From an optimization exercise on the open Yosys and OpenROAD flow, aimed at small area; shortcuts taken in it are not production practice.
Where RTL was checked, it was by simulation tests only, not by an equivalence proof against the original.
The RTL of runs 1 to 3 was laid out without a check of its function.
No activity file was given, so power comes from the tool's default toggle rates.

### design/flow/flow/run.sh
#!/bin/bash
# Standard layout, with the port buffers made from the smallest plain buffer.
set -euo pipefail
bash standard.sh "BUFFER_PORTS_ARGS=-buffer_cell sky130_fd_sc_hd__buf_1" finish > flow_make.log 2>&1
### design/flow/standard.sh
#!/bin/bash
# synth_recipe.tcl (not shown) runs the flow's synth.tcl, then flattens the netlist and writes it again
# the make line also repeats each setting of config.mk as NAME=value (left out here)
make -C /OpenROAD-flow-scripts/flow DESIGN_CONFIG=/design/flow/config.mk WORK_HOME=/design/flow/orfs CLKGATE_MAP_FILE= SYNTH_SCRIPT=/design/flow/synth_recipe.tcl "${@:-finish}"
### design/flow/config.mk
export PLATFORM = sky130hd
export DESIGN_NAME = gameTop
export DESIGN_NICKNAME = gameTop
export VERILOG_FILES = /design/flow/design.v
export SDC_FILE = /design/flow/constraint.sdc
export NUM_CORES = 4
export LEC_CHECK = 0
export ABC_AREA = 1
export CAP_MARGIN = 20
export CORE_MARGIN = 2
export CORE_UTILIZATION = 60
export CTS_BUF_LIST = sky130_fd_sc_hd__clkbuf_4 sky130_fd_sc_hd__clkbuf_8
export SLEW_MARGIN = 20
### design/flow/constraint.sdc
create_clock -name core_clock -period 10.0 [get_ports {slowclk}]
set_input_delay 2.0000 -clock core_clock [delete_from_list [all_inputs] [get_ports {slowclk}]]
set_output_delay 2.0000 -clock core_clock [all_outputs]
set_load 0.01 [all_outputs]
### design/flow/design.v
`timescale 1ns/1ps
module gameTop (
    input  logic         slowclk,
    input  logic         arstN,
    input  logic [4:0]   buttons,
    input  logic         restartEnable,
    input  logic [1:0]   speed,
    output logic [149:0] view
);
    function automatic logic [12:0] add12(input logic [11:0] a, input logic [11:0] b, input logic ci);
        logic        c;
        logic [11:0] r;
        c = ci;
        for (int i = 0; i < 12; i++)
        begin
            r[i] = a[i] ^ b[i] ^ c;
            c    = (a[i] & b[i]) | (c & (a[i] ^ b[i]));
        end
        add12 = {c, r};
    endfunction
    function automatic logic cy12(input logic [11:0] a, input logic [11:0] b, input logic ci);
        logic c;
        c = ci;
        for (int i = 0; i < 12; i++)
            c = (a[i] & b[i]) | (c & (a[i] | b[i]));
        cy12 = c;
    endfunction
    function automatic logic cy8(input logic [7:0] a, input logic [7:0] b, input logic ci);
        logic c;
        c = ci;
        for (int i = 0; i < 8; i++)
            c = (a[i] & b[i]) | (c & (a[i] | b[i]));
        cy8 = c;
    endfunction
    function automatic logic ge12(input logic [11:0] a, input logic [11:0] b);
        ge12 = cy12(a, ~b, 1'b1);
    endfunction
    function automatic logic [11:0] dif12(input logic [11:0] b, input logic [11:0] na);
        logic [12:0] t;
        t = add12(b, na, 1'b1);
        dif12 = t[11:0];
    endfunction
    function automatic logic nearAx(input logic [11:0] d, input logic [7:0] rm1);
        logic neg;
        neg = d[11];
        nearAx = (d[11:8] == {4{neg}}) & cy8(rm1, d[7:0] ^ {8{~neg}}, ~neg);
    endfunction
    logic [10:1] pxH;
    logic [9:1]  pyH;
    logic [10:0] fx;
    logic [9:0]  fy;
    logic [10:0] c1x, c2x;
    logic [9:0]  c1y, c2y;
    logic [9:1]  w1yH, w2yH;
    logic [7:0]  score, hiscore;
    logic [10:0] spx;
    logic [9:0]  spy;
    logic [11:0] px, py, w1y, w2y;
    logic [11:0] fx12, fy12, c1x12, c1y12, c2x12, c2y12;
    assign px    = {1'b0, pxH, 1'b0};
    assign py    = {2'd0, pyH, 1'b0};
    assign w1y   = {2'd0, w1yH, 1'b0};
    assign w2y   = {2'd0, w2yH, 1'b1};
    assign fx12  = {1'b0, fx};
    assign fy12  = {2'd0, fy};
    assign c1x12 = {1'b0, c1x};
    assign c1y12 = {2'd0, c1y};
    assign c2x12 = {1'b0, c2x};
    assign c2y12 = {2'd0, c2y};
    logic [12:0] t3s, tsz;
    logic [7:0]  size;
    logic [11:0] h;
    assign t3s  = add12({4'd0, score}, {3'd0, score, 1'b0}, 1'b0);
    assign tsz  = add12({4'd0, t3s[7:0]}, 12'd32, 1'b0);
    assign size = tsz[7:0];
    assign h    = {5'd0, size[7:1]};
    logic [12:0] t10, t8, t16, t50;
    logic [7:0]  r10m1, r8m1, r16m1, r50m1;
    assign t10   = add12(h, 12'd9, 1'b0);
    assign t8    = add12(h, 12'd7, 1'b0);
    assign t16   = add12(h, 12'd15, 1'b0);
    assign t50   = add12(h, 12'd49, 1'b0);
    assign r10m1 = t10[7:0];
    assign r8m1  = t8[7:0];
    assign r16m1 = t16[7:0];
    assign r50m1 = t50[7:0];
    logic hazards, awake1, awake2;
    assign hazards = |score[7:2];
    assign awake1  = |score;
    assign awake2  = (|score[7:3]) | (score[2] & score[1]);
    logic [11:0] d1x, d2x, d1y, d2y;
    logic [11:0] npx, npy;
    assign npx = ~px;
    assign npy = ~py;
    assign d1x = dif12(c1x12, npx);
    assign d2x = dif12(c2x12, npx);
    assign d1y = dif12(c1y12, npy);
    assign d2y = dif12(c2y12, npy);
    logic seekTouch;
    assign seekTouch = (nearAx(d1x, r10m1) & nearAx(d1y, r10m1)) |
                       (nearAx(d2x, r10m1) & nearAx(d2y, r10m1));
    logic        pSel;
    logic [11:0] ex, ey;
    assign pSel = ge12(px, 12'd676);
    assign ex   = dif12(pSel ? 12'd1000 : 12'd350, npx);
    assign ey   = dif12(pSel ? w2y : w1y, npy);
    logic sweepTouch;
    assign sweepTouch = hazards & nearAx(ex, r16m1) & nearAx(ey, r50m1);
    logic [12:0] pxh, pyh;
    logic wall;
    assign pxh  = add12(px, h, 1'b0);
    assign pyh  = add12(py, h, 1'b0);
    assign wall = ge12({4'd0, r10m1}, px) | ge12({4'd0, r10m1}, py) |
                  ge12(pxh[11:0], 12'd1430) | ge12(pyh[11:0], 12'd890);
    logic respawn;
    assign respawn = (buttons[0] & restartEnable) | wall | seekTouch | sweepTouch;
    logic [11:0] fdx, fdy;
    logic eat;
    assign fdx = dif12(fx12, npx);
    assign fdy = dif12(fy12, npy);
    assign eat = ~respawn & nearAx(fdx, r8m1) & nearAx(fdy, r8m1);
    logic k1r1, k1r2, k2r1, k2r2;
    assign k1r1 = ge12(c1x12, 12'd325) & ~ge12(c1x12, 12'd376);
    assign k1r2 = ge12(c1x12, 12'd975) & ~ge12(c1x12, 12'd1026);
    assign k2r1 = ge12(c2x12, 12'd325) & ~ge12(c2x12, 12'd376);
    assign k2r2 = ge12(c2x12, 12'd975) & ~ge12(c2x12, 12'd1026);
    logic [11:0] k1d, k2d;
    assign k1d = dif12(c1y12, ~(k1r2 ? w2y : w1y));
    assign k2d = dif12(c2y12, ~(k2r2 ? w2y : w1y));
    logic knock1, knock2;
    assign knock1 = hazards & (k1r1 | k1r2) & nearAx(k1d, 8'd59);
    assign knock2 = hazards & (k2r1 | k2r2) & nearAx(k2d, 8'd59);
    logic [11:0] step1, step2;
    assign step1 = {9'd0, (speed == 2'd3), speed + 2'd1};
    assign step2 = {9'd0, speed[1], ~speed[1], speed[0]};
    function automatic logic [11:0] towards(input logic [11:0] pos, input logic [11:0] d,
                                             input logic go, input logic [11:0] st);
        logic [12:0] t;
        logic        en, dn;
        en = go & (d != 12'd0);
        dn = en & ~d[11];
        t  = add12(pos, (st & {12{en}}) ^ {12{dn}}, dn);
        towards = t[11:0];
    endfunction
    logic [11:0] c1xN, c2xN, c1yN, c2yN;
    assign c1xN = towards(c1x12, d1x, awake1, step1);
    assign c1yN = towards(c1y12, d1y, awake1, step1);
    assign c2xN = towards(c2x12, d2x, awake2, step2);
    assign c2yN = towards(c2y12, d2y, awake2, step2);
    logic [12:0] pxN, pyN;
    logic        mr, ml, md, mu;
    assign mr  = buttons[1] & ~buttons[2];
    assign ml  = buttons[2] & ~buttons[1];
    assign md  = buttons[3] & ~buttons[4];
    assign mu  = buttons[4] & ~buttons[3];
    assign pxN = add12({2'd0, pxH}, {{10{ml}}, mr, mr | ml}, 1'b0);
    assign pyN = add12({3'd0, pyH}, {{10{mu}}, md, md | mu}, 1'b0);
    logic [11:0] wst;
    logic [12:0] w1N, w2N;
    logic        w1home, w2home;
    assign wst    = {9'd0, hazards, hazards & speed[1], hazards & speed[0]};
    assign w1N    = add12({3'd0, w1yH}, wst, 1'b0);
    assign w2N    = add12({3'd0, w2yH}, ~wst, 1'b1);
    assign w1home = respawn | (hazards & ge12({3'd0, w1yH}, 12'd445));
    assign w2home = respawn | (hazards & ~ge12({3'd0, w2yH}, 12'd5));
    logic [12:0] spxN, spyN;
    assign spxN = add12({1'b0, spx}, 12'd17, 1'b0);
    assign spyN = add12({2'd0, spy}, 12'd29, 1'b0);
    logic [12:0] scN, hiN;
    assign scN = add12({4'd0, score}, 12'd0, 1'b1);
    assign hiN = add12({4'd0, hiscore}, 12'd0, 1'b1);
    always_ff @(posedge slowclk or negedge arstN)
    begin
        if (!arstN)
        begin
            pxH     <= 10'd360;
            pyH     <= 9'd225;
            fx      <= 11'd700;
            fy      <= 10'd800;
            c1x     <= 11'd150;
            c1y     <= 10'd0;
            c2x     <= 11'd1250;
            c2y     <= 10'd0;
            w1yH    <= 9'd30;
            w2yH    <= 9'd419;
            score   <= 8'd0;
            hiscore <= 8'd0;
            spx     <= 11'd70;
            spy     <= 10'd70;
        end
        else
        begin
            spx <= ge12({1'b0, spx}, 12'd1401) ? 11'd70 : spxN[10:0];
            spy <= ge12({2'd0, spy}, 12'd871) ? 10'd70 : spyN[9:0];
            if (respawn)
            begin
                pxH   <= 10'd360;
                pyH   <= 9'd225;
                fx    <= 11'd700;
                fy    <= 10'd800;
                score <= 8'd0;
            end
            else
            begin
                pxH <= pxN[9:0];
                pyH <= pyN[8:0];
                if (eat)
                begin
                    fx    <= spx;
                    fy    <= spy;
                    score <= scN[7:0];
                end
            end
            if (eat && (score == hiscore))
                hiscore <= hiN[7:0];
            if (respawn || knock1)
            begin
                c1x <= 11'd150;
                c1y <= 10'd0;
            end
            else
            begin
                c1x <= c1xN[10:0];
                c1y <= c1yN[9:0];
            end
            if (respawn || knock2)
            begin
                c2x <= 11'd1250;
                c2y <= 10'd0;
            end
            else
            begin
                c2x <= c2xN[10:0];
                c2y <= c2yN[9:0];
            end
            w1yH <= w1home ? 9'd30 : w1N[8:0];
            w2yH <= w2home ? 9'd419 : w2N[8:0];
        end
    end
    assign view = {px[10:0], py[9:0], size, fx, fy, c1x, c1y, c2x, c2y,
                   11'd350, w1y[9:0], 11'd1000, w2y[9:0], score, hiscore};
endmodule
==> results of run 1 <==
[how the worst max path moves through the flow]
stage / slack, ns / endpoint
finish: 0.95 / c1x[10]
detailed placement: 0.88 / c1x[10]
CTS: 0.93 / c1x[10]
floorplan: 1.86 / c1x[10]
global route: 0.35 / c1x[10]
global placement: 1.25 / c1x[10]
[cells in the mapped netlist, types with 2 or more instances]
| library cell | n | area, um2 |
|---|---|---|
| nor3_1 | 15 | 75.1 |
| a22oi_1 | 2 | 15.0 |
| o21ai_1 | 9 | 45.0 |
| o21ai_0 | 65 | 325 |
| nand2_4 | 2 | 22.5 |
| conb_1 | 2 | 7.51 |
| o2111ai_1 | 4 | 35.0 |
| dfstp_2 | 41 | 1080 |
| nor4_1 | 5 | 31.3 |
| nor2_2 | 2 | 12.5 |
| and3_1 | 2 | 12.5 |
| o21bai_1 | 8 | 60.1 |
| buf_6 | 6 | 67.6 |
| nand2_2 | 5 | 31.3 |
| inv_1 | 306 | 1150 |
| fa_1 | 149 | 2980 |
| nand2_1 | 257 | 965 |
| o22ai_1 | 18 | 113 |
| o21a_1 | 4 | 30.0 |
| xor2_1 | 35 | 307 |
| nand3_1 | 41 | 205 |
| nor2_4 | 3 | 33.8 |
| or2_1 | 6 | 37.5 |
| nand4_1 | 10 | 62.6 |
| o211ai_1 | 3 | 22.5 |
| or2_2 | 26 | 163 |
| xnor2_1 | 48 | 420 |
| clkinv_1 | 4 | 15.0 |
| nor4b_1 | 3 | 26.3 |
| dfrtp_1 | 96 | 2400 |
| buf_4 | 31 | 233 |
| inv_2 | 7 | 26.3 |
| ha_1 | 104 | 1300 |
| a22o_1 | 7 | 61.3 |
| a211oi_1 | 2 | 15.0 |
| clkbuf_1 | 5 | 18.8 |
| buf_2 | 9 | 45.0 |
| a21oi_1 | 29 | 145 |
| nor2_1 | 121 | 454 |
[worst register-to-register path, delay by kind of cell, from the launching register on]
kind | cells | cell delay (ns)
adders and majority gates | 20 | 6.48
and+or+nand+nor | 5 | 0.80
DFF | 1 | 0.58
AOI/OAI and AO/OA | 2 | 0.39
buffers and inverters | 6 | 0.36
xor gates and xnor gates | 2 | 0.30
[cells by family after synthesis]
group / Yosys count / synth area share (%)
xor+xnor: 83 / 5.53
simple gates: 500 / 16.3
other cells: 2 / 0.0571
compound gates: 160 / 7.21
buf+inv: 369 / 11.9
fa+ha+maj: 253 / 32.6
flops: 137 / 26.5
[registers in the layout, indices dropped and copies added (netlist names)]
| signal | cells |
|---|---|
| c1x | 11 |
| c2x | 11 |
| fx | 11 |
| spx | 11 |
| c1y | 10 |
| c2y | 10 |
| fy | 10 |
| pxH | 10 |
| spy | 10 |
| pyH | 9 |
| w1yH | 9 |
| w2yH | 9 |
| hiscore | 8 |
| score | 8 |
[where the power goes]
part	total, mW	leakage (nW)	internal, mW	switching, mW
Sequential	0.729	1.72	0.618	0.111
Clock	0.481	0.192	0.207	0.274
Combinational	1.84	4.93	0.732	1.11
Total	3.05	6.84	1.56	1.49
[metrics by stage]
stage               util [%]  std cells  worst slack [ns]
detailed placement      63.4       1893             0.884
global route            65.2       1925             0.350
CTS                     65.2       1925             0.928
global placement        63.4       1893              1.25
finish                  65.2       1925             0.947
floorplan                  -       1528              1.86
[cell type report]
type                            count  area, um2  share of cell area, %
Sequential cell                   137       3480                   24.6
Clock inverter                     15        155                   1.10
Timing Repair Buffer              136        526                   3.71
Clock buffer                       17        234                   1.65
Multi-Input combinational cell   1022       8210                   58.0
Inverter                          318       1200                   8.46
Tap cell                          280        350                   2.48
[per-layer routing]
metal	track usage (%)	vias up	part of all wire, %
met2	47.0	336	47
met3	5.48	40	7.2
met5	0	-	0
met1	42.5	4754	44
met4	7.61	0	1.9
li1	-	4823	-
==> notes.md, run 1 <==
- Outcome: no timing/DRC/antenna violations
- R2R setup slack: 0.95 ns
- Max IR drop VDD: 0.150 mV
- Relative slew slack: 39.8%
- Async S/R FF share, synth: 100%
- Synth unique cells: 51
- R2R cell count: 35
- Clock latency on the worst-skew pair: 0.48 ns
- Fin crit period: 9.05 ns
- Post-CTS setup buffers: 0
- Commonest cells after routing, fill and taps aside: inv_1, nand2_1, fa_1, buf_1, nor2_1
- Sequential share of the synthesized area: 26.5%
- Area after DPL: 13,800 um2
- CORE AREA: 21,700 um2
- Largest stage delay, worst path: 0.63 ns
- Chip width: 152 um
- DRC: 0
- Wire length per cell: 16.7 um
- Die Y: 152 um
- Kind of critical path: register to register
- Initial Utilization: 60.7%
- I/O pins: 160
- CTS tree: yes
- Clock sink count: 137
- Share of cells above drive strength 1: 7.60%
- Routability cong.: 0.898
- CP delay by family, top: adder cells
- Post-route ant nets: 0
- Arrival @ worst endpoint: 9.41 ns
- Design Area, Final: 14,100 um2
- Actual slew at the worst max-slew pin: 0.903 ns
- Total stage count of the critical path: 35
- Synth Cell Area: 13,200 um2
- Routed vias/inst: 5.17
- Dominant synthesized flop cell: dfrtp_1
- Overflow after GRT: 0
- CTS buffer count: 17
- Crit-path slowest cell: fa_1
- Synthesis-stage register bit count: 137
- HP Start: spx[0]
- Clock-pin slew on the worst setup and hold paths: 0.09 ns
- Final period utilization: 90.5%
- Hold Fails Final Rpt: 0
- Setup TNS: 0 ns
- FP Rows: 54
- Pwr per Cell Area: 216 nW/um2
- Port bufs: 133
- Fin. max-slew vios: 0
- Drt initial violations: 573
- Gr usage total: 29.6%
- Die area: 23,100 um2
- Power Total: 3.05 mW
- Hold buffer count at cts: 0
- Area growth syn-to-layout: 7.53%
- Setup Skew: 0.0133 ns
- Fillers: 1,931
- DR vias: 9,953
- CP startpoint: pxH[1]
- Vias in the first global route: 9,925
- Fmax: 110 MHz
- Crit path max fanout: 13
- Nets: 1,895
- Most used cell, CP: fa_1
- Gate Count Post-Synth: 1,504
- MaxCap Viol Count: 0
- CTS root buf: clkbuf_8
- Antenna diodes: 0
- CTS resizes: 0
- Clock Tree Buf Depth: 2
- Syn avg cell area: 8.75 um2
- Critical Path Sink Type: register
- Worst EP required: 10.35 ns
- R2r endpoint: c1x[10]
- R2r startpoint: pxH[1]
- Hold Crit Class: register to register
- First-pass GRT wire length: 53.6 mm
- Htree depth: 4
- Dpl hpwl: 25.7 mm
- Hold Path End: spx[0]
- Startpoint Class: register
- DR pass1 iterations: 5
- WP buf/inv: 6
- Hold Path Stages: 1
- Fin Hold WS: 0.464 ns
- Detailed Route WL: 32.2 mm
- Post-synth EDFFs: 0
- Initial antenna violation count: 0
- Most common cell after layout, fill and taps aside: inv_1
- Pleak: 6.84 nW
- # setup viols final: 0
- YS warnings: 1
- Pin count of the biggest net entering global routing: 72
- RSZ-0062 raised after global routing: no
==> inputs of run 2 (changes only) <==
--- a/design/flow/config.mk
+++ b/design/flow/config.mk
@@ -10,4 +10,4 @@
 export CORE_MARGIN = 2
-export CORE_UTILIZATION = 60
-export CTS_BUF_LIST = sky130_fd_sc_hd__clkbuf_4 sky130_fd_sc_hd__clkbuf_8
+export CORE_UTILIZATION = 40
+export CTS_BUF_LIST = sky130_fd_sc_hd__clkbuf_8
 export SLEW_MARGIN = 20
==> notes.md, run 2 <==
- Cell taking the most area after synthesis: fa_1
- Worst EP required: 10.34 ns (about the same)
- Kind of critical path: register to register
- Max IR drop VDD: 0.125 mV (-17%)
- FP Rows: 66 (+22%)
- DRC: 0 (unchanged)
- Most used cell, CP: fa_1
- I/O pins: 160 (unchanged)
- YS warnings: 1 (unchanged)
- Inst Count DP: 2,054 (+8.5%)
- Actual slew at the worst max-slew pin: 0.848 ns (-0.0550 ns)
- CTS tree: yes
- # setup viols final: 0 (unchanged)
- Fin. max-slew vios: 0 (unchanged)
- Gr usage total: 21.2% (-8.4 points)
- MaxCap Viol Count: 0 (unchanged)
- Setup Skew: 0.0182 ns (+0.00492 ns)
- Post-CTS setup buffers: 0 (unchanged)
- Async S/R FF share, synth: 100% (unchanged)
- Fmax: 111 MHz (+0.33%)
- Post-route ant nets: 0 (unchanged)
- Nets: 1,894 (-0.053%)
- Clock-pin slew on the worst setup and hold paths: 0.10 ns (about the same)
- Area growth syn-to-layout: 9.28%
- Clock latency on the worst-skew pair: 0.48 ns (about the same)
- Port bufs: 133 (unchanged)
- Chip width: 185 um (+22%)
- R2R setup slack: 0.98 ns (+0.03 ns)
- Drt initial violations: 631 (+10%)
- First-pass GRT wire length: 55.2 mm (+2.9%)
- Fin cells: 2,086 (+8.4%)
- Hold Fails Final Rpt: 0 (unchanged)
- Relative slew slack: 43.3% (+3.5 points)
- Critical Path Sink Type: register
- Setup TNS: 0 ns (unchanged)
- Die area: 34,400 um2 (+49%)
- Fin crit period: 9.02 ns (-0.0301 ns)
- Dpl hpwl: 27.5 mm (+7.0%)
- Syn avg cell area: 8.75 um2 (unchanged)
- Share of cells above drive strength 1: 7.48% (-0.12 points)
- Crit-path slowest cell: fa_1
- Power Total: 3.07 mW (+0.85%)
- DR pass1 iterations: 6 (+1)
- Routed vias/inst: 4.79 (-7.4%)
- Pwr per Cell Area: 214 nW/um2 (-0.76%)
- Synth area leaders: fa_1, dfrtp_1, ha_1
- Vias in the first global route: 10,018 (+0.94%)
- Synthesis-stage register bit count: 137 (unchanged)
- Top-count cell post-synth: inv_1
- Detailed Route WL: 34.1 mm (+6.1%)
- Post-synth EDFFs: 0 (unchanged)
- Dominant synthesized flop cell: dfrtp_1
- Util after Layout: 44.3% (-21 points)
- Overflow after GRT: 0 (unchanged)
- Final period utilization: 90.2% (-0.30 points)
- Wire length per cell: 16.4 um (-2.1%)
- CTS root buf: clkbuf_8
- Clock sink count: 137 (unchanged)
- Arrival @ worst endpoint: 9.37 ns (-0.04 ns)
- Initial Utilization: 40.5% (-20 points)
- Clock Tree Buf Depth: 2 (unchanged)
- Outcome: no timing/DRC/antenna violations
- CORE AREA: 32,500 um2 (+50%)
- Hold Crit Class: register to register
- Routability cong.: 0.865 (-3.7%)
- Synth unique cells: 51 (unchanged)
- CTS buffer count: 17 (unchanged)
- RSZ-0062 raised after global routing: no
- Initial antenna violation count: 0 (unchanged)
- Synth Cell Area: 13,200 um2 (unchanged)
- Htree depth: 4 (unchanged)
- Antenna diodes: 0 (unchanged)
- DR vias: 9,992 (+0.39%)
- Area after DPL: 14,000 um2 (+1.4%)
- Sequential share of the synthesized area: 26.5% (unchanged)
- Synth cell count leaders: inv_1, nand2_1, fa_1
- Crit path max fanout: 13 (unchanged)
- Startpoint Class: register
- Pleak: 6.85 nW (+0.11%)
- Pin count of the biggest net entering global routing: 74 (+2.8%)
- Die Y: 185 um (+22%)
- Synth top area share: 22.7% (unchanged)
- Largest stage delay, worst path: 0.64 ns (about the same)
- CTS resizes: 0 (unchanged)
- Most common cell after layout, fill and taps aside: inv_1
- Commonest cells after routing, fill and taps aside: inv_1, nand2_1, fa_1, buf_1, nor2_1
- Gate Count Post-Synth: 1,504 (unchanged)
- Design Area, Final: 14,400 um2 (+1.6%)
- Hold buffer count at cts: 0 (unchanged)
## run 2: final cells by class
class	instances	area, um2
multi-input cells	1022	8210
clock buffers	18	248
repair buffers	135	522
clock inverters	14	173
well taps	442	553
inverters	318	1200
fillers	3230	18100
flip-flops and latches	137	3480
## run 2: path summary, 6_finish.rpt
path | cells past startpoint | end | start
max reg2reg | 35 | c1x[10] | pxH[1]
min reg2reg | 1 | spx[0] | spx[0]
min in group asynchronous | 2 | w1yH[8] | arstN
min | 1 | spx[0] | spx[0]
max in group asynchronous | 3 | spx[5] | arstN
max | 35 | c1x[10] | pxH[1]
## run 2: cell families after synthesis
group	after synthesis	share of synthesized area [%]
flops	137	26.5
compound gates	160	7.21
simple gates	500	16.3
xor+xnor	83	5.53
buf+inv	369	11.9
other cells	2	0.0571
fa+ha+maj	253	32.6
## run 2: critical path: cells and delay by family (launching register included)
kind | cells | cell delay (ns)
xor+xnor | 2 | 0.29
fa+ha+maj | 20 | 6.48
buf+inv | 6 | 0.37
flops | 1 | 0.55
simple gates | 5 | 0.80
compound gates | 2 | 0.39
## run 2: per-layer routing
layer | wire, um | track usage (%) | vias up | share of wire, %
met5 | 0 | 0 | - | 0
met4 | 707 | 6.76 | 0 | 2.1
met3 | 1930 | 3.22 | 42 | 5.6
met2 | 16000 | 34.3 | 266 | 47
met1 | 15500 | 29.2 | 4861 | 45
li1 | - | - | 4823 | -
## run 2: report_power, final
part	leakage (nW)	internal (mW)	switching (mW)	total, mW
registers	1.72	0.618	0.110	0.728
clock network	0.203	0.255	0.249	0.504
logic	4.93	0.728	1.11	1.84
## run 2: per-stage QoR
| stage | worst slack (ns) | hold slack, ns |
|---|---|---|
| floorplan | 1.86 | 0.432 |
| global placement | 1.29 | 0.446 |
| detailed placement | 1.00 | 0.450 |
| CTS | 0.985 | 0.460 |
| global route | 0.459 | 0.495 |
| finish | 0.977 | 0.456 |
==> inputs of run 3 (changes only) <==
--- a/design/flow/config.mk
+++ b/design/flow/config.mk
@@ -10,4 +10,6 @@
 export CORE_MARGIN = 2
-export CORE_UTILIZATION = 40
-export CTS_BUF_LIST = sky130_fd_sc_hd__clkbuf_8
+export CORE_UTILIZATION = 60
+export CTS_BUF_LIST = sky130_fd_sc_hd__clkbuf_8 sky130_fd_sc_hd__clkbuf_16
+export CTS_CLUSTER_DIAMETER = 150
+export CTS_CLUSTER_SIZE = 30
 export SLEW_MARGIN = 20
==> notes.md, run 3 <==
- DR vias: 9,926 (-0.66%)
- Kind of critical path: register to register
- YS warnings: 1 (unchanged)
- Drt initial violations: 544 (-14%)
- Detailed Route WL: 32.4 mm (-5.1%)
- Antenna diodes: 0 (unchanged)
- Crit path max fanout: 13 (unchanged)
- CTS root buf: clkbuf_16
- Most used cell, CP: fa_1
- Fillers: 1,904 (-41%)
- Outcome: no timing/DRC/antenna violations
- Area after DPL: 13,800 um2 (-1.4%)
- MaxCap Viol Count: 0 (unchanged)
- Die area: 23,100 um2 (-33%)
- Arrival @ worst endpoint: 9.36 ns (about the same)
- DRC: 0 (unchanged)
- Initial antenna violation count: 0 (unchanged)
- Dpl hpwl: 25.7 mm (-6.6%)
- Synth Cell Area: 13,200 um2 (unchanged)
- CTS buffer count: 17 (unchanged)
- CTS tree: yes
- Place WS: 0.884 ns (-0.119 ns)
- Syn avg cell area: 8.75 um2 (unchanged)
- Post-CTS setup buffers: 0 (unchanged)
- Hold Fails Final Rpt: 0 (unchanged)
- Area growth syn-to-layout: 8.99%
- Clock-pin slew on the worst setup and hold paths: 0.07 ns (-0.03 ns)
- Sw power: 1.51 mW (+2.5%)
- Initial Utilization: 60.7% (+20 points)
- Clock Power Share: 20.1% (+3.7 points)
- CTS resizes: 0 (unchanged)
- Design Area, Final: 14,300 um2 (-0.27%)
- Gr usage total: 29.8% (+8.6 points)
- Max IR drop VDD: 0.151 mV (+21%)
- Hold Crit Class: register to register
- Nets: 1,895 (+0.053%)
- Pleak: 6.93 nW (+1.2%)
- Logic pwr share: 57.3% (-2.6 points)
- Fmax: 110 MHz (-0.35%)
- Routability cong.: 0.898 (+3.9%)
- Setup TNS: 0 ns (unchanged)
- DR pass1 iterations: 5 (-1)
- Wire length per cell: 16.8 um (+2.8%)
- Share of cells above drive strength 1: 7.60% (+0.12 points)
- Int Pwr: 1.70 mW (+6.5%)
- Commonest cells after routing, fill and taps aside: inv_1, nand2_1, fa_1, buf_1, nor2_1
- Pwr per Cell Area: 224 nW/um2 (+4.9%)
- Sw Share: 47.0% (-0.95 points)
- Crit-path slowest cell: fa_1
- Fin. max-slew vios: 0 (unchanged)
- Synth unique cells: 51 (unchanged)
- Chip width: 152 um (-18%)
- HP Start: spx[0]
- Pin count of the biggest net entering global routing: 72 (-2.7%)
- FP Rows: 54 (-18%)
- CORE AREA: 21,700 um2 (-33%)
- Clock sink count: 137 (unchanged)
- Synthesis-stage register bit count: 137 (unchanged)
- Cell taking the most area after synthesis: fa_1
- I/O pins: 160 (unchanged)
- Htree depth: 4 (unchanged)
- Async S/R FF share, synth: 100% (unchanged)
- Relative slew slack: 39.7% (-3.6 points)
- Post-synth EDFFs: 0 (unchanged)
- Startpoint Class: register
- Inst Count DP: 1,893 (-7.8%)
- Fin cells: 1,925 (-7.7%)
- PnR worst setup slack: 0.945 ns (-0.0319 ns)
- CP startpoint: pxH[1]
- R2r startpoint: pxH[1]
- Fin crit period: 9.05 ns (+0.0319 ns)
- Clock latency on the worst-skew pair: 0.44 ns (-0.04 ns)
- Synth top area share: 22.7% (unchanged)
- Most common cell after layout, fill and taps aside: inv_1
- Post-route ant nets: 0 (unchanged)
- RSZ-0062 raised after global routing: no
- Largest stage delay, worst path: 0.63 ns (about the same)
- Synth area leaders: fa_1, dfrtp_1, ha_1
- Worst EP required: 10.31 ns (-0.03 ns)
- Synth cell count leaders: inv_1, nand2_1, fa_1
- Util after Layout: 66.1% (+22 points)
- First-pass GRT wire length: 53.9 mm (-2.2%)
- Sequential share of the synthesized area: 26.5% (unchanged)
- Fin Hold WS: 0.460 ns (+0.00404 ns)
- Clock Tree Buf Depth: 2 (unchanged)
- Hold buffer count at cts: 0 (unchanged)
- Top-count cell post-synth: inv_1
- Final period utilization: 90.5% (+0.32 points)
- Power Total: 3.22 mW (+4.6%)
- Sequential power share: 22.7% (-1.0 points)
- Setup Skew: 0.0110 ns (-0.00726 ns)
- Routed vias/inst: 5.16 (+7.6%)
- Dominant synthesized flop cell: dfrtp_1
- Actual slew at the worst max-slew pin: 0.905 ns (+0.0561 ns)
- Die Y: 152 um (-18%)
- Port bufs: 133 (unchanged)
- # setup viols final: 0 (unchanged)
- Gate Count Post-Synth: 1,504 (unchanged)
- Vias in the first global route: 9,944 (-0.74%)
- Overflow after GRT: 0 (unchanged)
- Critical Path Sink Type: register
==> run 3: critical path: cells and delay by family (launching register included) <==
kind	cells	cell delay, ns
xor+xnor	2	0.30
flops	1	0.56
fa+ha+maj	20	6.48
compound gates	2	0.38
buf+inv	6	0.36
simple gates	5	0.82
==> run 3: area by class of cell <==
cell class                 instances  area (um2)  share of cell area (%)
multi-input combinational       1022        8210                    57.2
clock inverter                    15         155                    1.08
tap                              280         350                    2.44
timing repair buffer             136         526                    3.67
clock buffer                      17         425                    2.97
sequential                       137        3480                    24.3
inverter                         318        1200                    8.34
==> run 3: routing by layer <==
metal / vias up / global-route usage [%] / wire (um) / part of all wire [%]
li1: 4822 / - / - / -
met1: 4785 / 43.0 / 14700 / 45
met2: 275 / 47.3 / 15200 / 47
met3: 44 / 5.05 / 1840 / 5.7
met4: 0 / 7.52 / 573 / 1.8
met5: - / 0 / 0 / 0
==> run 3: power by group through the flow <==
stage | Sequential, mW | Clock [mW] | Combinational [mW]
after floorplan | 0.714 | 0 | 1.44
after global placement | 0.741 | 0 | 1.78
after detailed placement | 0.742 | 0 | 1.82
after CTS | 0.732 | 0.656 | 1.84
after global routing | 0.739 | 0.678 | 2.10
final | 0.729 | 0.646 | 1.84
==> run 3: logic make-up (layout without fill, tap and decap cells) <==
logic type | count (synthesis) | after routing | share of synthesized area (%)
other | 2 | 26 | 0.0571
AO/OA/AOI/OAI | 160 | 160 | 7.21
XOR/XNOR | 83 | 83 | 5.53
AND/OR/NAND/NOR | 500 | 500 | 16.3
adder cells (fa/ha/maj) | 253 | 253 | 32.6
flip-flops | 137 | 137 | 26.5
buffers and inverters | 369 | 486 | 11.9
==> run 3: final timing paths <==
| kind | to | slack (ns) | depth (start not counted) |
|---|---|---|---|
| max in group asynchronous | fy[3] | 6.80 | 3 |
| worst min register to register | spx[0] | 0.46 | 1 |
| min in group asynchronous | c1x[5] | 1.77 | 2 |
| worst max-delay path | c1x[10] | 0.95 | 35 |
| worst min-delay path | spx[0] | 0.46 | 1 |
| worst max register to register | c1x[10] | 0.95 | 35 |
==> inputs of run 4 (changes only) <==
--- a/design/flow/design.v
+++ b/design/flow/design.v
@@ -20,28 +20,18 @@
     endfunction
-    function automatic logic cy12(input logic [11:0] a, input logic [11:0] b, input logic ci);
-        logic c;
-        c = ci;
-        for (int i = 0; i < 12; i++)
-            c = (a[i] & b[i]) | (c & (a[i] | b[i]));
-        cy12 = c;
-    endfunction
-    function automatic logic cy8(input logic [7:0] a, input logic [7:0] b, input logic ci);
-        logic c;
-        c = ci;
-        for (int i = 0; i < 8; i++)
-            c = (a[i] & b[i]) | (c & (a[i] | b[i]));
-        cy8 = c;
+    function automatic logic [11:0] sub12(input logic [11:0] a, input logic [11:0] b);
+        logic [12:0] t;
+        t = add12(a, ~b, 1'b1);
+        sub12 = t[11:0];
     endfunction
     function automatic logic ge12(input logic [11:0] a, input logic [11:0] b);
-        ge12 = cy12(a, ~b, 1'b1);
-    endfunction
-    function automatic logic [11:0] dif12(input logic [11:0] b, input logic [11:0] na);
-        logic [12:0] t;
-        t = add12(b, na, 1'b1);
-        dif12 = t[11:0];
+        logic [12:0] t;
+        t = add12(a, ~b, 1'b1);
+        ge12 = t[12];
     endfunction
     function automatic logic nearAx(input logic [11:0] d, input logic [7:0] rm1);
-        logic neg;
+        logic        neg;
+        logic [12:0] t;
         neg = d[11];
-        nearAx = (d[11:8] == {4{neg}}) & cy8(rm1, d[7:0] ^ {8{~neg}}, ~neg);
+        t   = add12({4'd0, rm1}, {4'd0, d[7:0] ^ {8{~neg}}}, ~neg);
+        nearAx = (d[11:8] == {4{neg}}) & t[8];
     endfunction
@@ -91,9 +81,6 @@
     logic [11:0] d1x, d2x, d1y, d2y;
-    logic [11:0] npx, npy;
-    assign npx = ~px;
-    assign npy = ~py;
-    assign d1x = dif12(c1x12, npx);
-    assign d2x = dif12(c2x12, npx);
-    assign d1y = dif12(c1y12, npy);
-    assign d2y = dif12(c2y12, npy);
+    assign d1x = sub12(px, c1x12);
+    assign d2x = sub12(px, c2x12);
+    assign d1y = sub12(py, c1y12);
+    assign d2y = sub12(py, c2y12);
     logic seekTouch;
@@ -104,4 +91,4 @@
     assign pSel = ge12(px, 12'd676);
-    assign ex   = dif12(pSel ? 12'd1000 : 12'd350, npx);
-    assign ey   = dif12(pSel ? w2y : w1y, npy);
+    assign ex   = sub12(px, pSel ? 12'd1000 : 12'd350);
+    assign ey   = sub12(py, pSel ? w2y : w1y);
     logic sweepTouch;
@@ -118,4 +105,4 @@
     logic eat;
-    assign fdx = dif12(fx12, npx);
-    assign fdy = dif12(fy12, npy);
+    assign fdx = sub12(px, fx12);
+    assign fdy = sub12(py, fy12);
     assign eat = ~respawn & nearAx(fdx, r8m1) & nearAx(fdy, r8m1);
@@ -127,4 +114,4 @@
     logic [11:0] k1d, k2d;
-    assign k1d = dif12(c1y12, ~(k1r2 ? w2y : w1y));
-    assign k2d = dif12(c2y12, ~(k2r2 ? w2y : w1y));
+    assign k1d = sub12(c1y12, k1r2 ? w2y : w1y);
+    assign k2d = sub12(c2y12, k2r2 ? w2y : w1y);
     logic knock1, knock2;
@@ -138,7 +125,9 @@
         logic [12:0] t;
-        logic        en, dn;
-        en = go & (d != 12'd0);
-        dn = en & ~d[11];
-        t  = add12(pos, (st & {12{en}}) ^ {12{dn}}, dn);
-        towards = t[11:0];
+        if (!go || d == 12'd0)
+            towards = pos;
+        else
+        begin
+            t = d[11] ? add12(pos, ~st, 1'b1) : add12(pos, st, 1'b0);
+            towards = t[11:0];
+        end
     endfunction
==> design/flow/run.sh (new file) <==
#!/bin/bash
# synth_recipe.tcl (not shown) runs the flow's synth.tcl, then flattens the netlist and writes it again
# the make line also repeats each setting of config.mk as NAME=value (left out here)
make -C /OpenROAD-flow-scripts/flow DESIGN_CONFIG=/design/flow/config.mk WORK_HOME=/design/flow/orfs CLKGATE_MAP_FILE= SYNTH_SCRIPT=/design/flow/synth_recipe.tcl finish
==> design/flow/config.mk (replaced) <==
export PLATFORM = sky130hd
export DESIGN_NAME = gameTop
export DESIGN_NICKNAME = gameTop
export VERILOG_FILES = /design/flow/design.v
export SDC_FILE = /design/flow/constraint.sdc
export NUM_CORES = 4
export LEC_CHECK = 0
export CAP_MARGIN = 20
export CORE_MARGIN = 2
export CORE_UTILIZATION = 40
export SLEW_MARGIN = 20
removed: design/flow/flow/run.sh
removed: design/flow/standard.sh
==> notes.md, run 4 <==
- Top-count cell post-synth: ha_1
- First-pass GRT wire length: 66.0 mm (+22%)
- Port bufs: 133 (unchanged)
- DR pass1 iterations: 5 (unchanged)
- Vias in the first global route: 11,351 (+14%)
- Outcome: no timing/DRC/antenna violations
- CORE AREA: 36,400 um2 (+68%)
- Initial Utilization: 40.4% (-20 points)
- Share of cells above drive strength 1: 7.73% (+0.13 points)
- R2R setup slack: 1.14 ns (+0.20 ns)
- Synthesis-stage register bit count: 137 (unchanged)
- Nets: 1,971 (+4.0%)
- Clock latency on the worst-skew pair: 0.46 ns (+0.02 ns)
- Setup TNS: 0 ns (unchanged)
- Routed vias/inst: 5.29 (+2.6%)
- Hold Fails Final Rpt: 0 (unchanged)
- Util after Layout: 46.8% (-19 points)
- Synth unique cells: 68 (+33%)
- Fin crit period: 8.86 ns (-0.199 ns)
- Post-CTS setup buffers: 0 (unchanged)
- YS warnings: 1 (unchanged)
- Post-synth EDFFs: 0 (unchanged)
- Fmax: 113 MHz (+2.2%)
- CTS resizes: 0 (unchanged)
- R2r startpoint: pxH[10]
- Area after DPL: 16,500 um2 (+20%)
- Crit path max fanout: 19 (+6)
- Pwr per Cell Area: 189 nW/um2 (-16%)
- CP startpoint: pxH[10]
- Critical Path Sink Type: register
- MaxCap Viol Count: 0 (unchanged)
- Crit-path slowest cell: and2_1
- Design Area, Final: 17,100 um2 (+19%)
- I/O pins: 160 (unchanged)
- R2r endpoint: w1yH[2]
- Area growth syn-to-layout: 16.0%
- Syn avg cell area: 10.0 um2 (+15%)
- Synth Cell Area: 14,700 um2 (+12%)
- Most used cell, CP: fa_1
- Pleak: 7.96 nW (+15%)
- Most common cell after layout, fill and taps aside: ha_1
- Drt initial violations: 613 (+13%)
- Hold buffer count at cts: 0 (unchanged)
- Kind of critical path: register to register
- Post-route ant nets: 0 (unchanged)
- Htree depth: 4 (unchanged)
- Gr usage total: 22.7% (-7.0 points)
- DR vias: 10,966 (+10%)
- Final period utilization: 88.6% (-2.0 points)
- Cell taking the most area after synthesis: ha_1
- Max IR drop VDD: 0.209 mV (+39%)
- Antenna diodes: 0 (unchanged)
- Worst setup path endpoint: w1yH[2]
- Startpoint Class: register
- R2R cell count: 26 (-26%)
- Synth cell count leaders: ha_1, inv_1, fa_1
- Actual slew at the worst max-slew pin: 1.13 ns (+0.221 ns)
- Gate Count Post-Synth: 1,467 (-2.5%)
- Relative slew slack: 24.7% (-15 points)
- Chip width: 196 um (+29%)
- Sequential share of the synthesized area: 23.7% (-2.8 points)
- Clock sink count: 137 (unchanged)
- Synth area leaders: ha_1, fa_1, dfrtp_1
- Overflow after GRT: 0 (unchanged)
- DRC: 0 (unchanged)
- Detailed Route WL: 41.3 mm (+28%)
- Largest stage delay, worst path: 0.64 ns (about the same)
- Die area: 38,300 um2 (+66%)
- Arrival @ worst endpoint: 9.24 ns (-0.12 ns)
- Async S/R FF share, synth: 100% (unchanged)
- Dominant synthesized flop cell: dfrtp_1
- Clock-pin slew on the worst setup and hold paths: 0.07 ns (about the same)
- Synth top area share: 19.7% (-3.0 points)
- Clock Tree Buf Depth: 2 (unchanged)
- Initial antenna violation count: 0 (unchanged)
- Wire length per cell: 19.9 um (+19%)
- # setup viols final: 0 (unchanged)
- Die Y: 196 um (+29%)
- Routability cong.: 0.869 (-3.3%)
- Worst EP required: 10.38 ns (+0.07 ns)
- CTS buffer count: 17 (unchanged)
- RSZ-0062 raised after global routing: no
- Hold Crit Class: register to register
- Pin count of the biggest net entering global routing: 75 (+4.2%)
- Dpl hpwl: 32.4 mm (+26%)
- CTS tree: yes
- FP Rows: 70 (+30%)
- CTS root buf: clkbuf_16
- Fin. max-slew vios: 0 (unchanged)
- Commonest cells after routing, fill and taps aside: ha_1, inv_1, fa_1, clkdlybuf4s50_1, dfrtp_1
- Setup Skew: 0.0127 ns (+0.00173 ns)
-- run 4: worst min path at each step --
stage,startpoint,endpoint,cells past startpoint
6_report,spy[0],spy[0],1
5_1_grt,spy[0],spy[0],1
4_1_cts,spy[0],spy[0],1
3_5_place_dp,spy[0],spy[0],1
3_3_place_gp,spy[0],spy[0],1
2_1_floorplan,spy[0],spy[0],1
-- run 4: power breakdown --
part | switching [mW] | internal, mW | leakage, nW | total [mW]
logic | 1.09 | 0.819 | 5.94 | 1.91
registers | 0.0899 | 0.594 | 1.73 | 0.684
clock network | 0.307 | 0.333 | 0.284 | 0.640
total | 1.48 | 1.75 | 7.96 | 3.23
-- run 4: cell families (layout without fill, tap and decap cells) --
family	after synthesis	after routing	synth area share (%)
other cells	2	26	0.0511
mux	67	67	4.70
buf+inv	287	400	8.31
simple gates	350	350	12.4
compound gates	173	173	7.45
fa+ha+maj	370	370	38.6
xor+xnor	81	81	4.83
flops	137	137	23.7
-- run 4: layer usage --
metal	track usage, %	vias up	wire (um)
li1	-	5151	-
met1	31.0	5487	19200
met2	36.7	265	19300
met3	3.66	63	1600
met4	8.31	0	1170
met5	0	-	0
-- run 4: per-stage QoR --
step                hold WS (ns)  power (mW)  cells  worst slack [ns]
global placement           0.459        2.56   2040              1.25
global route               0.504        3.53   2072             0.570
CTS                        0.474        3.25   2072              1.14
finish                     0.475        3.23   2072              1.14
floorplan                  0.432        2.05   1491              2.18
detailed placement         0.463        2.58   2040              1.17
-- run 4: layout make-up --
type,count,area [um2]
fillers,3460,19400
multi-input cells,1067,10100
flip-flops and latches,137,3480
repair buffers,153,1480
inverters,215,807
well taps,468,586
clock buffers,17,425
clock inverters,15,154
-- run 4: worst max-delay path, delay by kind of cell (launching register included) --
family	cells	cell delay [ns]
compound gates	6	1.63
simple gates	4	1.50
fa+ha+maj	10	3.85
xor+xnor	1	0.24
flops	1	0.54
buf+inv	5	1.00
==> inputs of run 5 (changes only) <==
--- a/design/flow/design.v
+++ b/design/flow/design.v
@@ -16,3 +16,3 @@
             r[i] = a[i] ^ b[i] ^ c;
-            c    = (a[i] & b[i]) | (c & (a[i] ^ b[i]));
+            c    = (a[i] & b[i]) | (a[i] & c) | (b[i] & c);
         end
@@ -20,18 +20,28 @@
     endfunction
-    function automatic logic [11:0] sub12(input logic [11:0] a, input logic [11:0] b);
+    function automatic logic cy12(input logic [11:0] a, input logic [11:0] b, input logic ci);
+        logic c;
+        c = ci;
+        for (int i = 0; i < 12; i++)
+            c = (a[i] & b[i]) | (c & (a[i] | b[i]));
+        cy12 = c;
+    endfunction
+    function automatic logic cy8(input logic [7:0] a, input logic [7:0] b, input logic ci);
+        logic c;
+        c = ci;
+        for (int i = 0; i < 8; i++)
+            c = (a[i] & b[i]) | (c & (a[i] | b[i]));
+        cy8 = c;
+    endfunction
+    function automatic logic ge12(input logic [11:0] a, input logic [11:0] b);
+        ge12 = cy12(a, ~b, 1'b1);
+    endfunction
+    function automatic logic [11:0] dif12(input logic [11:0] b, input logic [11:0] na);
         logic [12:0] t;
-        t = add12(a, ~b, 1'b1);
-        sub12 = t[11:0];
-    endfunction
-    function automatic logic ge12(input logic [11:0] a, input logic [11:0] b);
-        logic [12:0] t;
-        t = add12(a, ~b, 1'b1);
-        ge12 = t[12];
+        t = add12(b, na, 1'b1);
+        dif12 = t[11:0];
     endfunction
     function automatic logic nearAx(input logic [11:0] d, input logic [7:0] rm1);
-        logic        neg;
-        logic [12:0] t;
+        logic neg;
         neg = d[11];
-        t   = add12({4'd0, rm1}, {4'd0, d[7:0] ^ {8{~neg}}}, ~neg);
-        nearAx = (d[11:8] == {4{neg}}) & t[8];
+        nearAx = (d[11:8] == {4{neg}}) & cy8(rm1, d[7:0] ^ {8{~neg}}, ~neg);
     endfunction
@@ -81,6 +91,9 @@
     logic [11:0] d1x, d2x, d1y, d2y;
-    assign d1x = sub12(px, c1x12);
-    assign d2x = sub12(px, c2x12);
-    assign d1y = sub12(py, c1y12);
-    assign d2y = sub12(py, c2y12);
+    logic [11:0] npx, npy;
+    assign npx = ~px;
+    assign npy = ~py;
+    assign d1x = dif12(c1x12, npx);
+    assign d2x = dif12(c2x12, npx);
+    assign d1y = dif12(c1y12, npy);
+    assign d2y = dif12(c2y12, npy);
     logic seekTouch;
@@ -91,4 +104,4 @@
     assign pSel = ge12(px, 12'd676);
-    assign ex   = sub12(px, pSel ? 12'd1000 : 12'd350);
-    assign ey   = sub12(py, pSel ? w2y : w1y);
+    assign ex   = dif12(pSel ? 12'd1000 : 12'd350, npx);
+    assign ey   = dif12(pSel ? w2y : w1y, npy);
     logic sweepTouch;
@@ -105,4 +118,4 @@
     logic eat;
-    assign fdx = sub12(px, fx12);
-    assign fdy = sub12(py, fy12);
+    assign fdx = dif12(fx12, npx);
+    assign fdy = dif12(fy12, npy);
     assign eat = ~respawn & nearAx(fdx, r8m1) & nearAx(fdy, r8m1);
@@ -114,4 +127,4 @@
     logic [11:0] k1d, k2d;
-    assign k1d = sub12(c1y12, k1r2 ? w2y : w1y);
-    assign k2d = sub12(c2y12, k2r2 ? w2y : w1y);
+    assign k1d = dif12(c1y12, ~(k1r2 ? w2y : w1y));
+    assign k2d = dif12(c2y12, ~(k2r2 ? w2y : w1y));
     logic knock1, knock2;
@@ -125,9 +138,7 @@
         logic [12:0] t;
-        if (!go || d == 12'd0)
-            towards = pos;
-        else
-        begin
-            t = d[11] ? add12(pos, ~st, 1'b1) : add12(pos, st, 1'b0);
-            towards = t[11:0];
-        end
+        logic        en, dn;
+        en = go & (d != 12'd0);
+        dn = en & ~d[11];
+        t  = add12(pos, (st & {12{en}}) ^ {12{dn}}, dn);
+        towards = t[11:0];
     endfunction
==> design/flow/flow/run.sh (new file) <==
#!/bin/bash
# Own layout flow:
#  1. the standard synthesis, unchanged;
#  2. its combinational logic re-mapped for area with ABC (resynth.ys, area.abc);
#     every register instance stays exactly as the standard synthesis made it;
#  3. the standard layout steps on that netlist, with the port buffers made
#     from the smallest plain buffer.
# Each tool's output goes to a log file of its own in this folder.
set -euo pipefail
HERE=$(pwd)
R=$HERE/orfs/results/$FLOW_PLATFORM/gameTop/base
LIB=$FLOW_HOME/platforms/$FLOW_PLATFORM/lib/sky130_fd_sc_hd__tt_025C_1v80.lib
BP="BUFFER_PORTS_ARGS=-buffer_cell sky130_fd_sc_hd__buf_1"

bash standard.sh "$BP" synth > log_1_standard_synth.log 2>&1
cp "$R/1_2_yosys.v" "$HERE/standard_synth.v"

DU=$(for c in $(cat flow/dontuse.txt); do printf -- '-dont_use %s ' "$c"; done)
sed -e "s#@LIB@#$LIB#g" -e "s#@IN@#$HERE/standard_synth.v#" -e "s#@OUT@#$HERE/resynth.v#" \
    -e "s#@ABC@#$HERE/flow/area.abc#" -e "s#@DU@#$DU#" -e "s#@TOP@#$FLOW_TOP#g" \
    flow/resynth.ys > resynth_run.ys
yosys -l log_2_resynth.log -s resynth_run.ys > /dev/null 2>&1
cp "$HERE/resynth.v" "$R/1_2_yosys.v"
touch "$R/1_2_yosys.v"

bash standard.sh "$BP" finish > log_3_standard_layout.log 2>&1
==> design/flow/flow/area.abc (new file) <==
strash
dc2
dc2
dch -f
amap
mfs3 -ae
strash
dch -f
amap
mfs3 -ae
==> design/flow/flow/dontuse.txt (new file) <==
sky130_fd_sc_hd__probe_p_8 sky130_fd_sc_hd__probec_p_8 sky130_fd_sc_hd__lpflow_bleeder_1 sky130_fd_sc_hd__lpflow_clkbufkapwr_1 sky130_fd_sc_hd__lpflow_clkbufkapwr_16 sky130_fd_sc_hd__lpflow_clkbufkapwr_2 sky130_fd_sc_hd__lpflow_clkbufkapwr_4 sky130_fd_sc_hd__lpflow_clkbufkapwr_8 sky130_fd_sc_hd__lpflow_clkinvkapwr_1 sky130_fd_sc_hd__lpflow_clkinvkapwr_16 sky130_fd_sc_hd__lpflow_clkinvkapwr_2 sky130_fd_sc_hd__lpflow_clkinvkapwr_4 sky130_fd_sc_hd__lpflow_clkinvkapwr_8 sky130_fd_sc_hd__lpflow_decapkapwr_12 sky130_fd_sc_hd__lpflow_decapkapwr_3 sky130_fd_sc_hd__lpflow_decapkapwr_4 sky130_fd_sc_hd__lpflow_decapkapwr_6 sky130_fd_sc_hd__lpflow_decapkapwr_8 sky130_fd_sc_hd__lpflow_inputiso0n_1 sky130_fd_sc_hd__lpflow_inputiso0p_1 sky130_fd_sc_hd__lpflow_inputiso1n_1 sky130_fd_sc_hd__lpflow_inputiso1p_1 sky130_fd_sc_hd__lpflow_inputisolatch_1 sky130_fd_sc_hd__lpflow_isobufsrc_1 sky130_fd_sc_hd__lpflow_isobufsrc_16 sky130_fd_sc_hd__lpflow_isobufsrc_2 sky130_fd_sc_hd__lpflow_isobufsrc_4 sky130_fd_sc_hd__lpflow_isobufsrc_8 sky130_fd_sc_hd__lpflow_isobufsrckapwr_16 sky130_fd_sc_hd__lpflow_lsbuf_lh_hl_isowell_tap_1 sky130_fd_sc_hd__lpflow_lsbuf_lh_hl_isowell_tap_2 sky130_fd_sc_hd__lpflow_lsbuf_lh_hl_isowell_tap_4 sky130_fd_sc_hd__lpflow_lsbuf_lh_isowell_4 sky130_fd_sc_hd__lpflow_lsbuf_lh_isowell_tap_1 sky130_fd_sc_hd__lpflow_lsbuf_lh_isowell_tap_2 sky130_fd_sc_hd__lpflow_lsbuf_lh_isowell_tap_4
==> design/flow/flow/resynth.ys (new file) <==
# Re-map the standard synthesis's combinational logic for area; every register
# instance is kept as the standard synthesis made it (same name, same cell).
read_liberty -ignore_miss_func @LIB@
read_verilog @IN@
hierarchy -top @TOP@
setattr -mod -set keep_hierarchy 1 sky130_fd_sc_hd__df*
flatten
rename -hide w:*.*
opt -purge
abc -liberty @LIB@ @DU@ -script @ABC@
opt_clean -purge
setundef -zero
hilomap -hicell sky130_fd_sc_hd__conb_1 HI -locell sky130_fd_sc_hd__conb_1 LO
opt_clean -purge
insbuf -buf sky130_fd_sc_hd__buf_4 A X
splitnets
opt_clean -purge
select @TOP@
stat -liberty @LIB@
write_verilog -noattr -nohex -nodec -selected @OUT@
==> design/flow/standard.sh (new file) <==
#!/bin/bash
# synth_recipe.tcl (not shown) runs the flow's synth.tcl, then flattens the netlist and writes it again
# the make line also repeats each setting of config.mk as NAME=value (left out here)
make -C /OpenROAD-flow-scripts/flow DESIGN_CONFIG=/design/flow/config.mk WORK_HOME=/design/flow/orfs CLKGATE_MAP_FILE= SYNTH_SCRIPT=/design/flow/synth_recipe.tcl "${@:-finish}"
--- a/design/flow/config.mk
+++ b/design/flow/config.mk
@@ -7,5 +7,7 @@
 export LEC_CHECK = 0
+export ABC_AREA = 1
 export CAP_MARGIN = 20
 export CORE_MARGIN = 2
-export CORE_UTILIZATION = 40
+export CORE_UTILIZATION = 60
+export CTS_BUF_LIST = sky130_fd_sc_hd__clkbuf_4 sky130_fd_sc_hd__clkbuf_8
 export SLEW_MARGIN = 20
removed: design/flow/run.sh
==> notes.md, run 5 <==
- Outcome: no timing/DRC/antenna violations
- Post-CTS setup buffers: 0 (unchanged)
- DR vias: 13,923 (+27%)
- Synth Cell Area: 11,600 um2 (-21%)
- CORE AREA: 18,800 um2 (-48%)
- Area after DPL: 12,500 um2 (-24%)
- HP Start: spy[0]
- Relative slew slack: 34.3% (+9.6 points)
- Initial antenna violation count: 0 (unchanged)
- Crit-path slowest cell: o41ai_1
- DR pass1 iterations: 8 (+3)
- RSZ-0062 raised after global routing: no
- Pwr per Cell Area: 236 nW/um2 (+24%)
- Hold Fails Final Rpt: 0 (unchanged)
- R2r startpoint: pyH[2]
- I/O pins: 160 (unchanged)
- Pleak: 4.85 nW (-39%)
- Htree depth: 4 (unchanged)
- Design Area, Final: 13,000 um2 (-24%)
- Fin. max-slew vios: 0 (unchanged)
- Die area: 20,400 um2 (-47%)
- Hold Crit Class: register to register
- Actual slew at the worst max-slew pin: 0.986 ns (-0.140 ns)
- Setup Skew: 0.0157 ns (+0.00298 ns)
- Startpoint Class: register
- Gr usage total: 38.2% (+15 points)
- Fin crit period: 8.16 ns (-0.698 ns)
- R2R cell count: 39 (+50%)
- CTS tree: yes
- Pin count of the biggest net entering global routing: 59 (-21%)
- Routability cong.: 1.07 (+23%)
- Routed vias/inst: 6.27 (+19%)
- Share of cells above drive strength 1: 4.65% (-3.1 points)
- Most used cell, CP: o21ai_0
- Area growth syn-to-layout: 12.1%
- YS warnings: 1 (unchanged)
- Worst EP required: 10.34 ns (-0.04 ns)
- Max IR drop VDD: 0.110 mV (-47%)
- CTS root buf: clkbuf_8
- Antenna diodes: 0 (unchanged)
- Final period utilization: 81.6% (-7.0 points)
- Hold Path Stages: 1 (unchanged)
- Setup TNS: 0 ns (unchanged)
- Port bufs: 133 (unchanged)
- Nets: 1,956 (-0.76%)
- Commonest cells after routing, fill and taps aside: nor2_1, clkinv_1, a21oi_1, o21ai_0, nand2_1
- Kind of critical path: register to register
- Drt initial violations: 1,282 (+110%)
- Detailed Route WL: 38.6 mm (-6.5%)
- Post-route ant nets: 0 (unchanged)
- Overflow after GRT: 0 (unchanged)
- Most common cell after layout, fill and taps aside: nor2_1
- FP Rows: 50 (-29%)
- Arrival @ worst endpoint: 8.50 ns (-0.74 ns)
- Syn avg cell area: 6.50 um2 (-35%)
- Hold buffer count at cts: 0 (unchanged)
- Vias in the first global route: 12,426 (+9.5%)
- Fillers: 1,720 (-50%)
- First-pass GRT wire length: 61.9 mm (-6.1%)
- Clock-pin slew on the worst setup and hold paths: 0.09 ns (+0.02 ns)
- CTS resizes: 0 (unchanged)
- DRC: 0 (unchanged)
- Util after Layout: 68.8% (+22 points)
- Largest stage delay, worst path: 0.77 ns (+0.13 ns)
- Dpl hpwl: 28.9 mm (-11%)
- Clock Tree Buf Depth: 2 (unchanged)
- Die Y: 143 um (-27%)
- Crit path max fanout: 12 (-7)
- R2R setup slack: 1.84 ns (+0.70 ns)
- Critical Path Sink Type: register
- Chip width: 143 um (-27%)
- Initial Utilization: 61.4% (+21 points)
- # setup viols final: 0 (unchanged)
- Power Total: 3.05 mW (-5.5%)
- Hold Path End: spy[0]
- Fmax: 123 MHz (+8.6%)
- Gate Count Post-Synth: 1,778 (+21%)
- Clock latency on the worst-skew pair: 0.47 ns (about the same)
- Fin Hold WS: 0.449 ns (-0.0265 ns)
- R2r endpoint: c1y[9]
- Wire length per cell: 17.4 um (-13%)
- Clock sink count: 137 (unchanged)
- CTS buffer count: 17 (unchanged)
- MaxCap Viol Count: 0 (unchanged)
run 5: how the worst max path moves through the flow:
stage                     startpoint    endpoint  slack [ns]
after floorplan               pxH[3]  hiscore[7]        2.17
after global placement        pyH[2]    score[0]        2.49
after detailed placement      pyH[2]      c1y[9]        2.02
after CTS                     pyH[2]      c1y[9]        1.96
after global routing          pyH[2]      c1y[9]        0.69
final                         pyH[2]      c1y[9]        1.84
run 5: per-stage QoR:
step / instances / setup WS, ns
after floorplan: 1778 / 2.17
after global placement: 2187 / 2.49
after detailed placement: 2187 / 2.02
after CTS: 2219 / 1.96
after global routing: 2219 / 0.688
final: 2219 / 1.84
run 5: layout make-up:
class,count,area [um2],share of cell area [%]
sequential,137,3480,26.9
tap,260,325,2.51
multi-input combinational,1432,7290,56.3
inverter,208,781,6.03
timing repair buffer,150,631,4.87
clock inverter,14,210,1.62
clock buffer,18,241,1.86
run 5: critical path, delay by kind of cell, from the launching register on:
kind | cells | cell delay, ns
AO/OA/AOI/OAI | 22 | 4.80
buffers and inverters | 7 | 1.41
flip-flops | 1 | 0.58
AND/OR/NAND/NOR | 10 | 1.21
run 5: power by group:
part | internal [mW] | total (mW) | switching, mW
Sequential | 0.600 | 0.723 | 0.124
Clock | 0.282 | 0.543 | 0.261
Combinational | 0.583 | 1.79 | 1.20
run 5: metal layers:
| layer | part of all wire [%] | global-route usage (%) | wire (um) |
|---|---|---|---|
| met1 | 40 | 50.5 | 15400 |
| met4 | 4.5 | 17.1 | 1750 |
| met5 | 0 | 0 | 0 |
| met3 | 11 | 7.31 | 4280 |
| met2 | 45 | 60.8 | 17200 |

re-timing with driven ports:
The results above use ideal ports. As a check the final layouts listed here were re-extracted and re-timed, cells and wires unchanged.
Step 1 sets driving cells, clkbuf_16 on the clock port and buf_2 on the other inputs (assumed; they add their load-dependent delay and slew).
Step 2 times the ports against the registers' clock, not the clock port: input delays grow and output delays shrink by t, the midpoint of the rising clock arrivals with the driver on.
a / b / c = ideal ports / drivers / drivers and shift; a / b = the first two.
run	t (ns)	slack for setup (ns)	hold WS [ns]	slew at the worst register clock pin (ns)
run 1	0.516	0.947 / 0.947 / 0.947	0.464 / 0.464 / 0.464	0.10 / 0.10
run 2	0.516	0.977 / 0.977 / 0.977	0.456 / 0.456 / 0.456	0.10 / 0.10
run 3	0.479	0.945 / 0.945 / 0.945	0.460 / 0.460 / 0.460	0.07 / 0.07
run 4	0.502	1.144 / 1.144 / 1.144	0.475 / 0.475 / 0.475	0.08 / 0.08
run 5	0.508	1.842 / 1.842 / 1.842	0.449 / 0.449 / 0.449	0.10 / 0.10
After both steps every run listed still meets setup and hold.
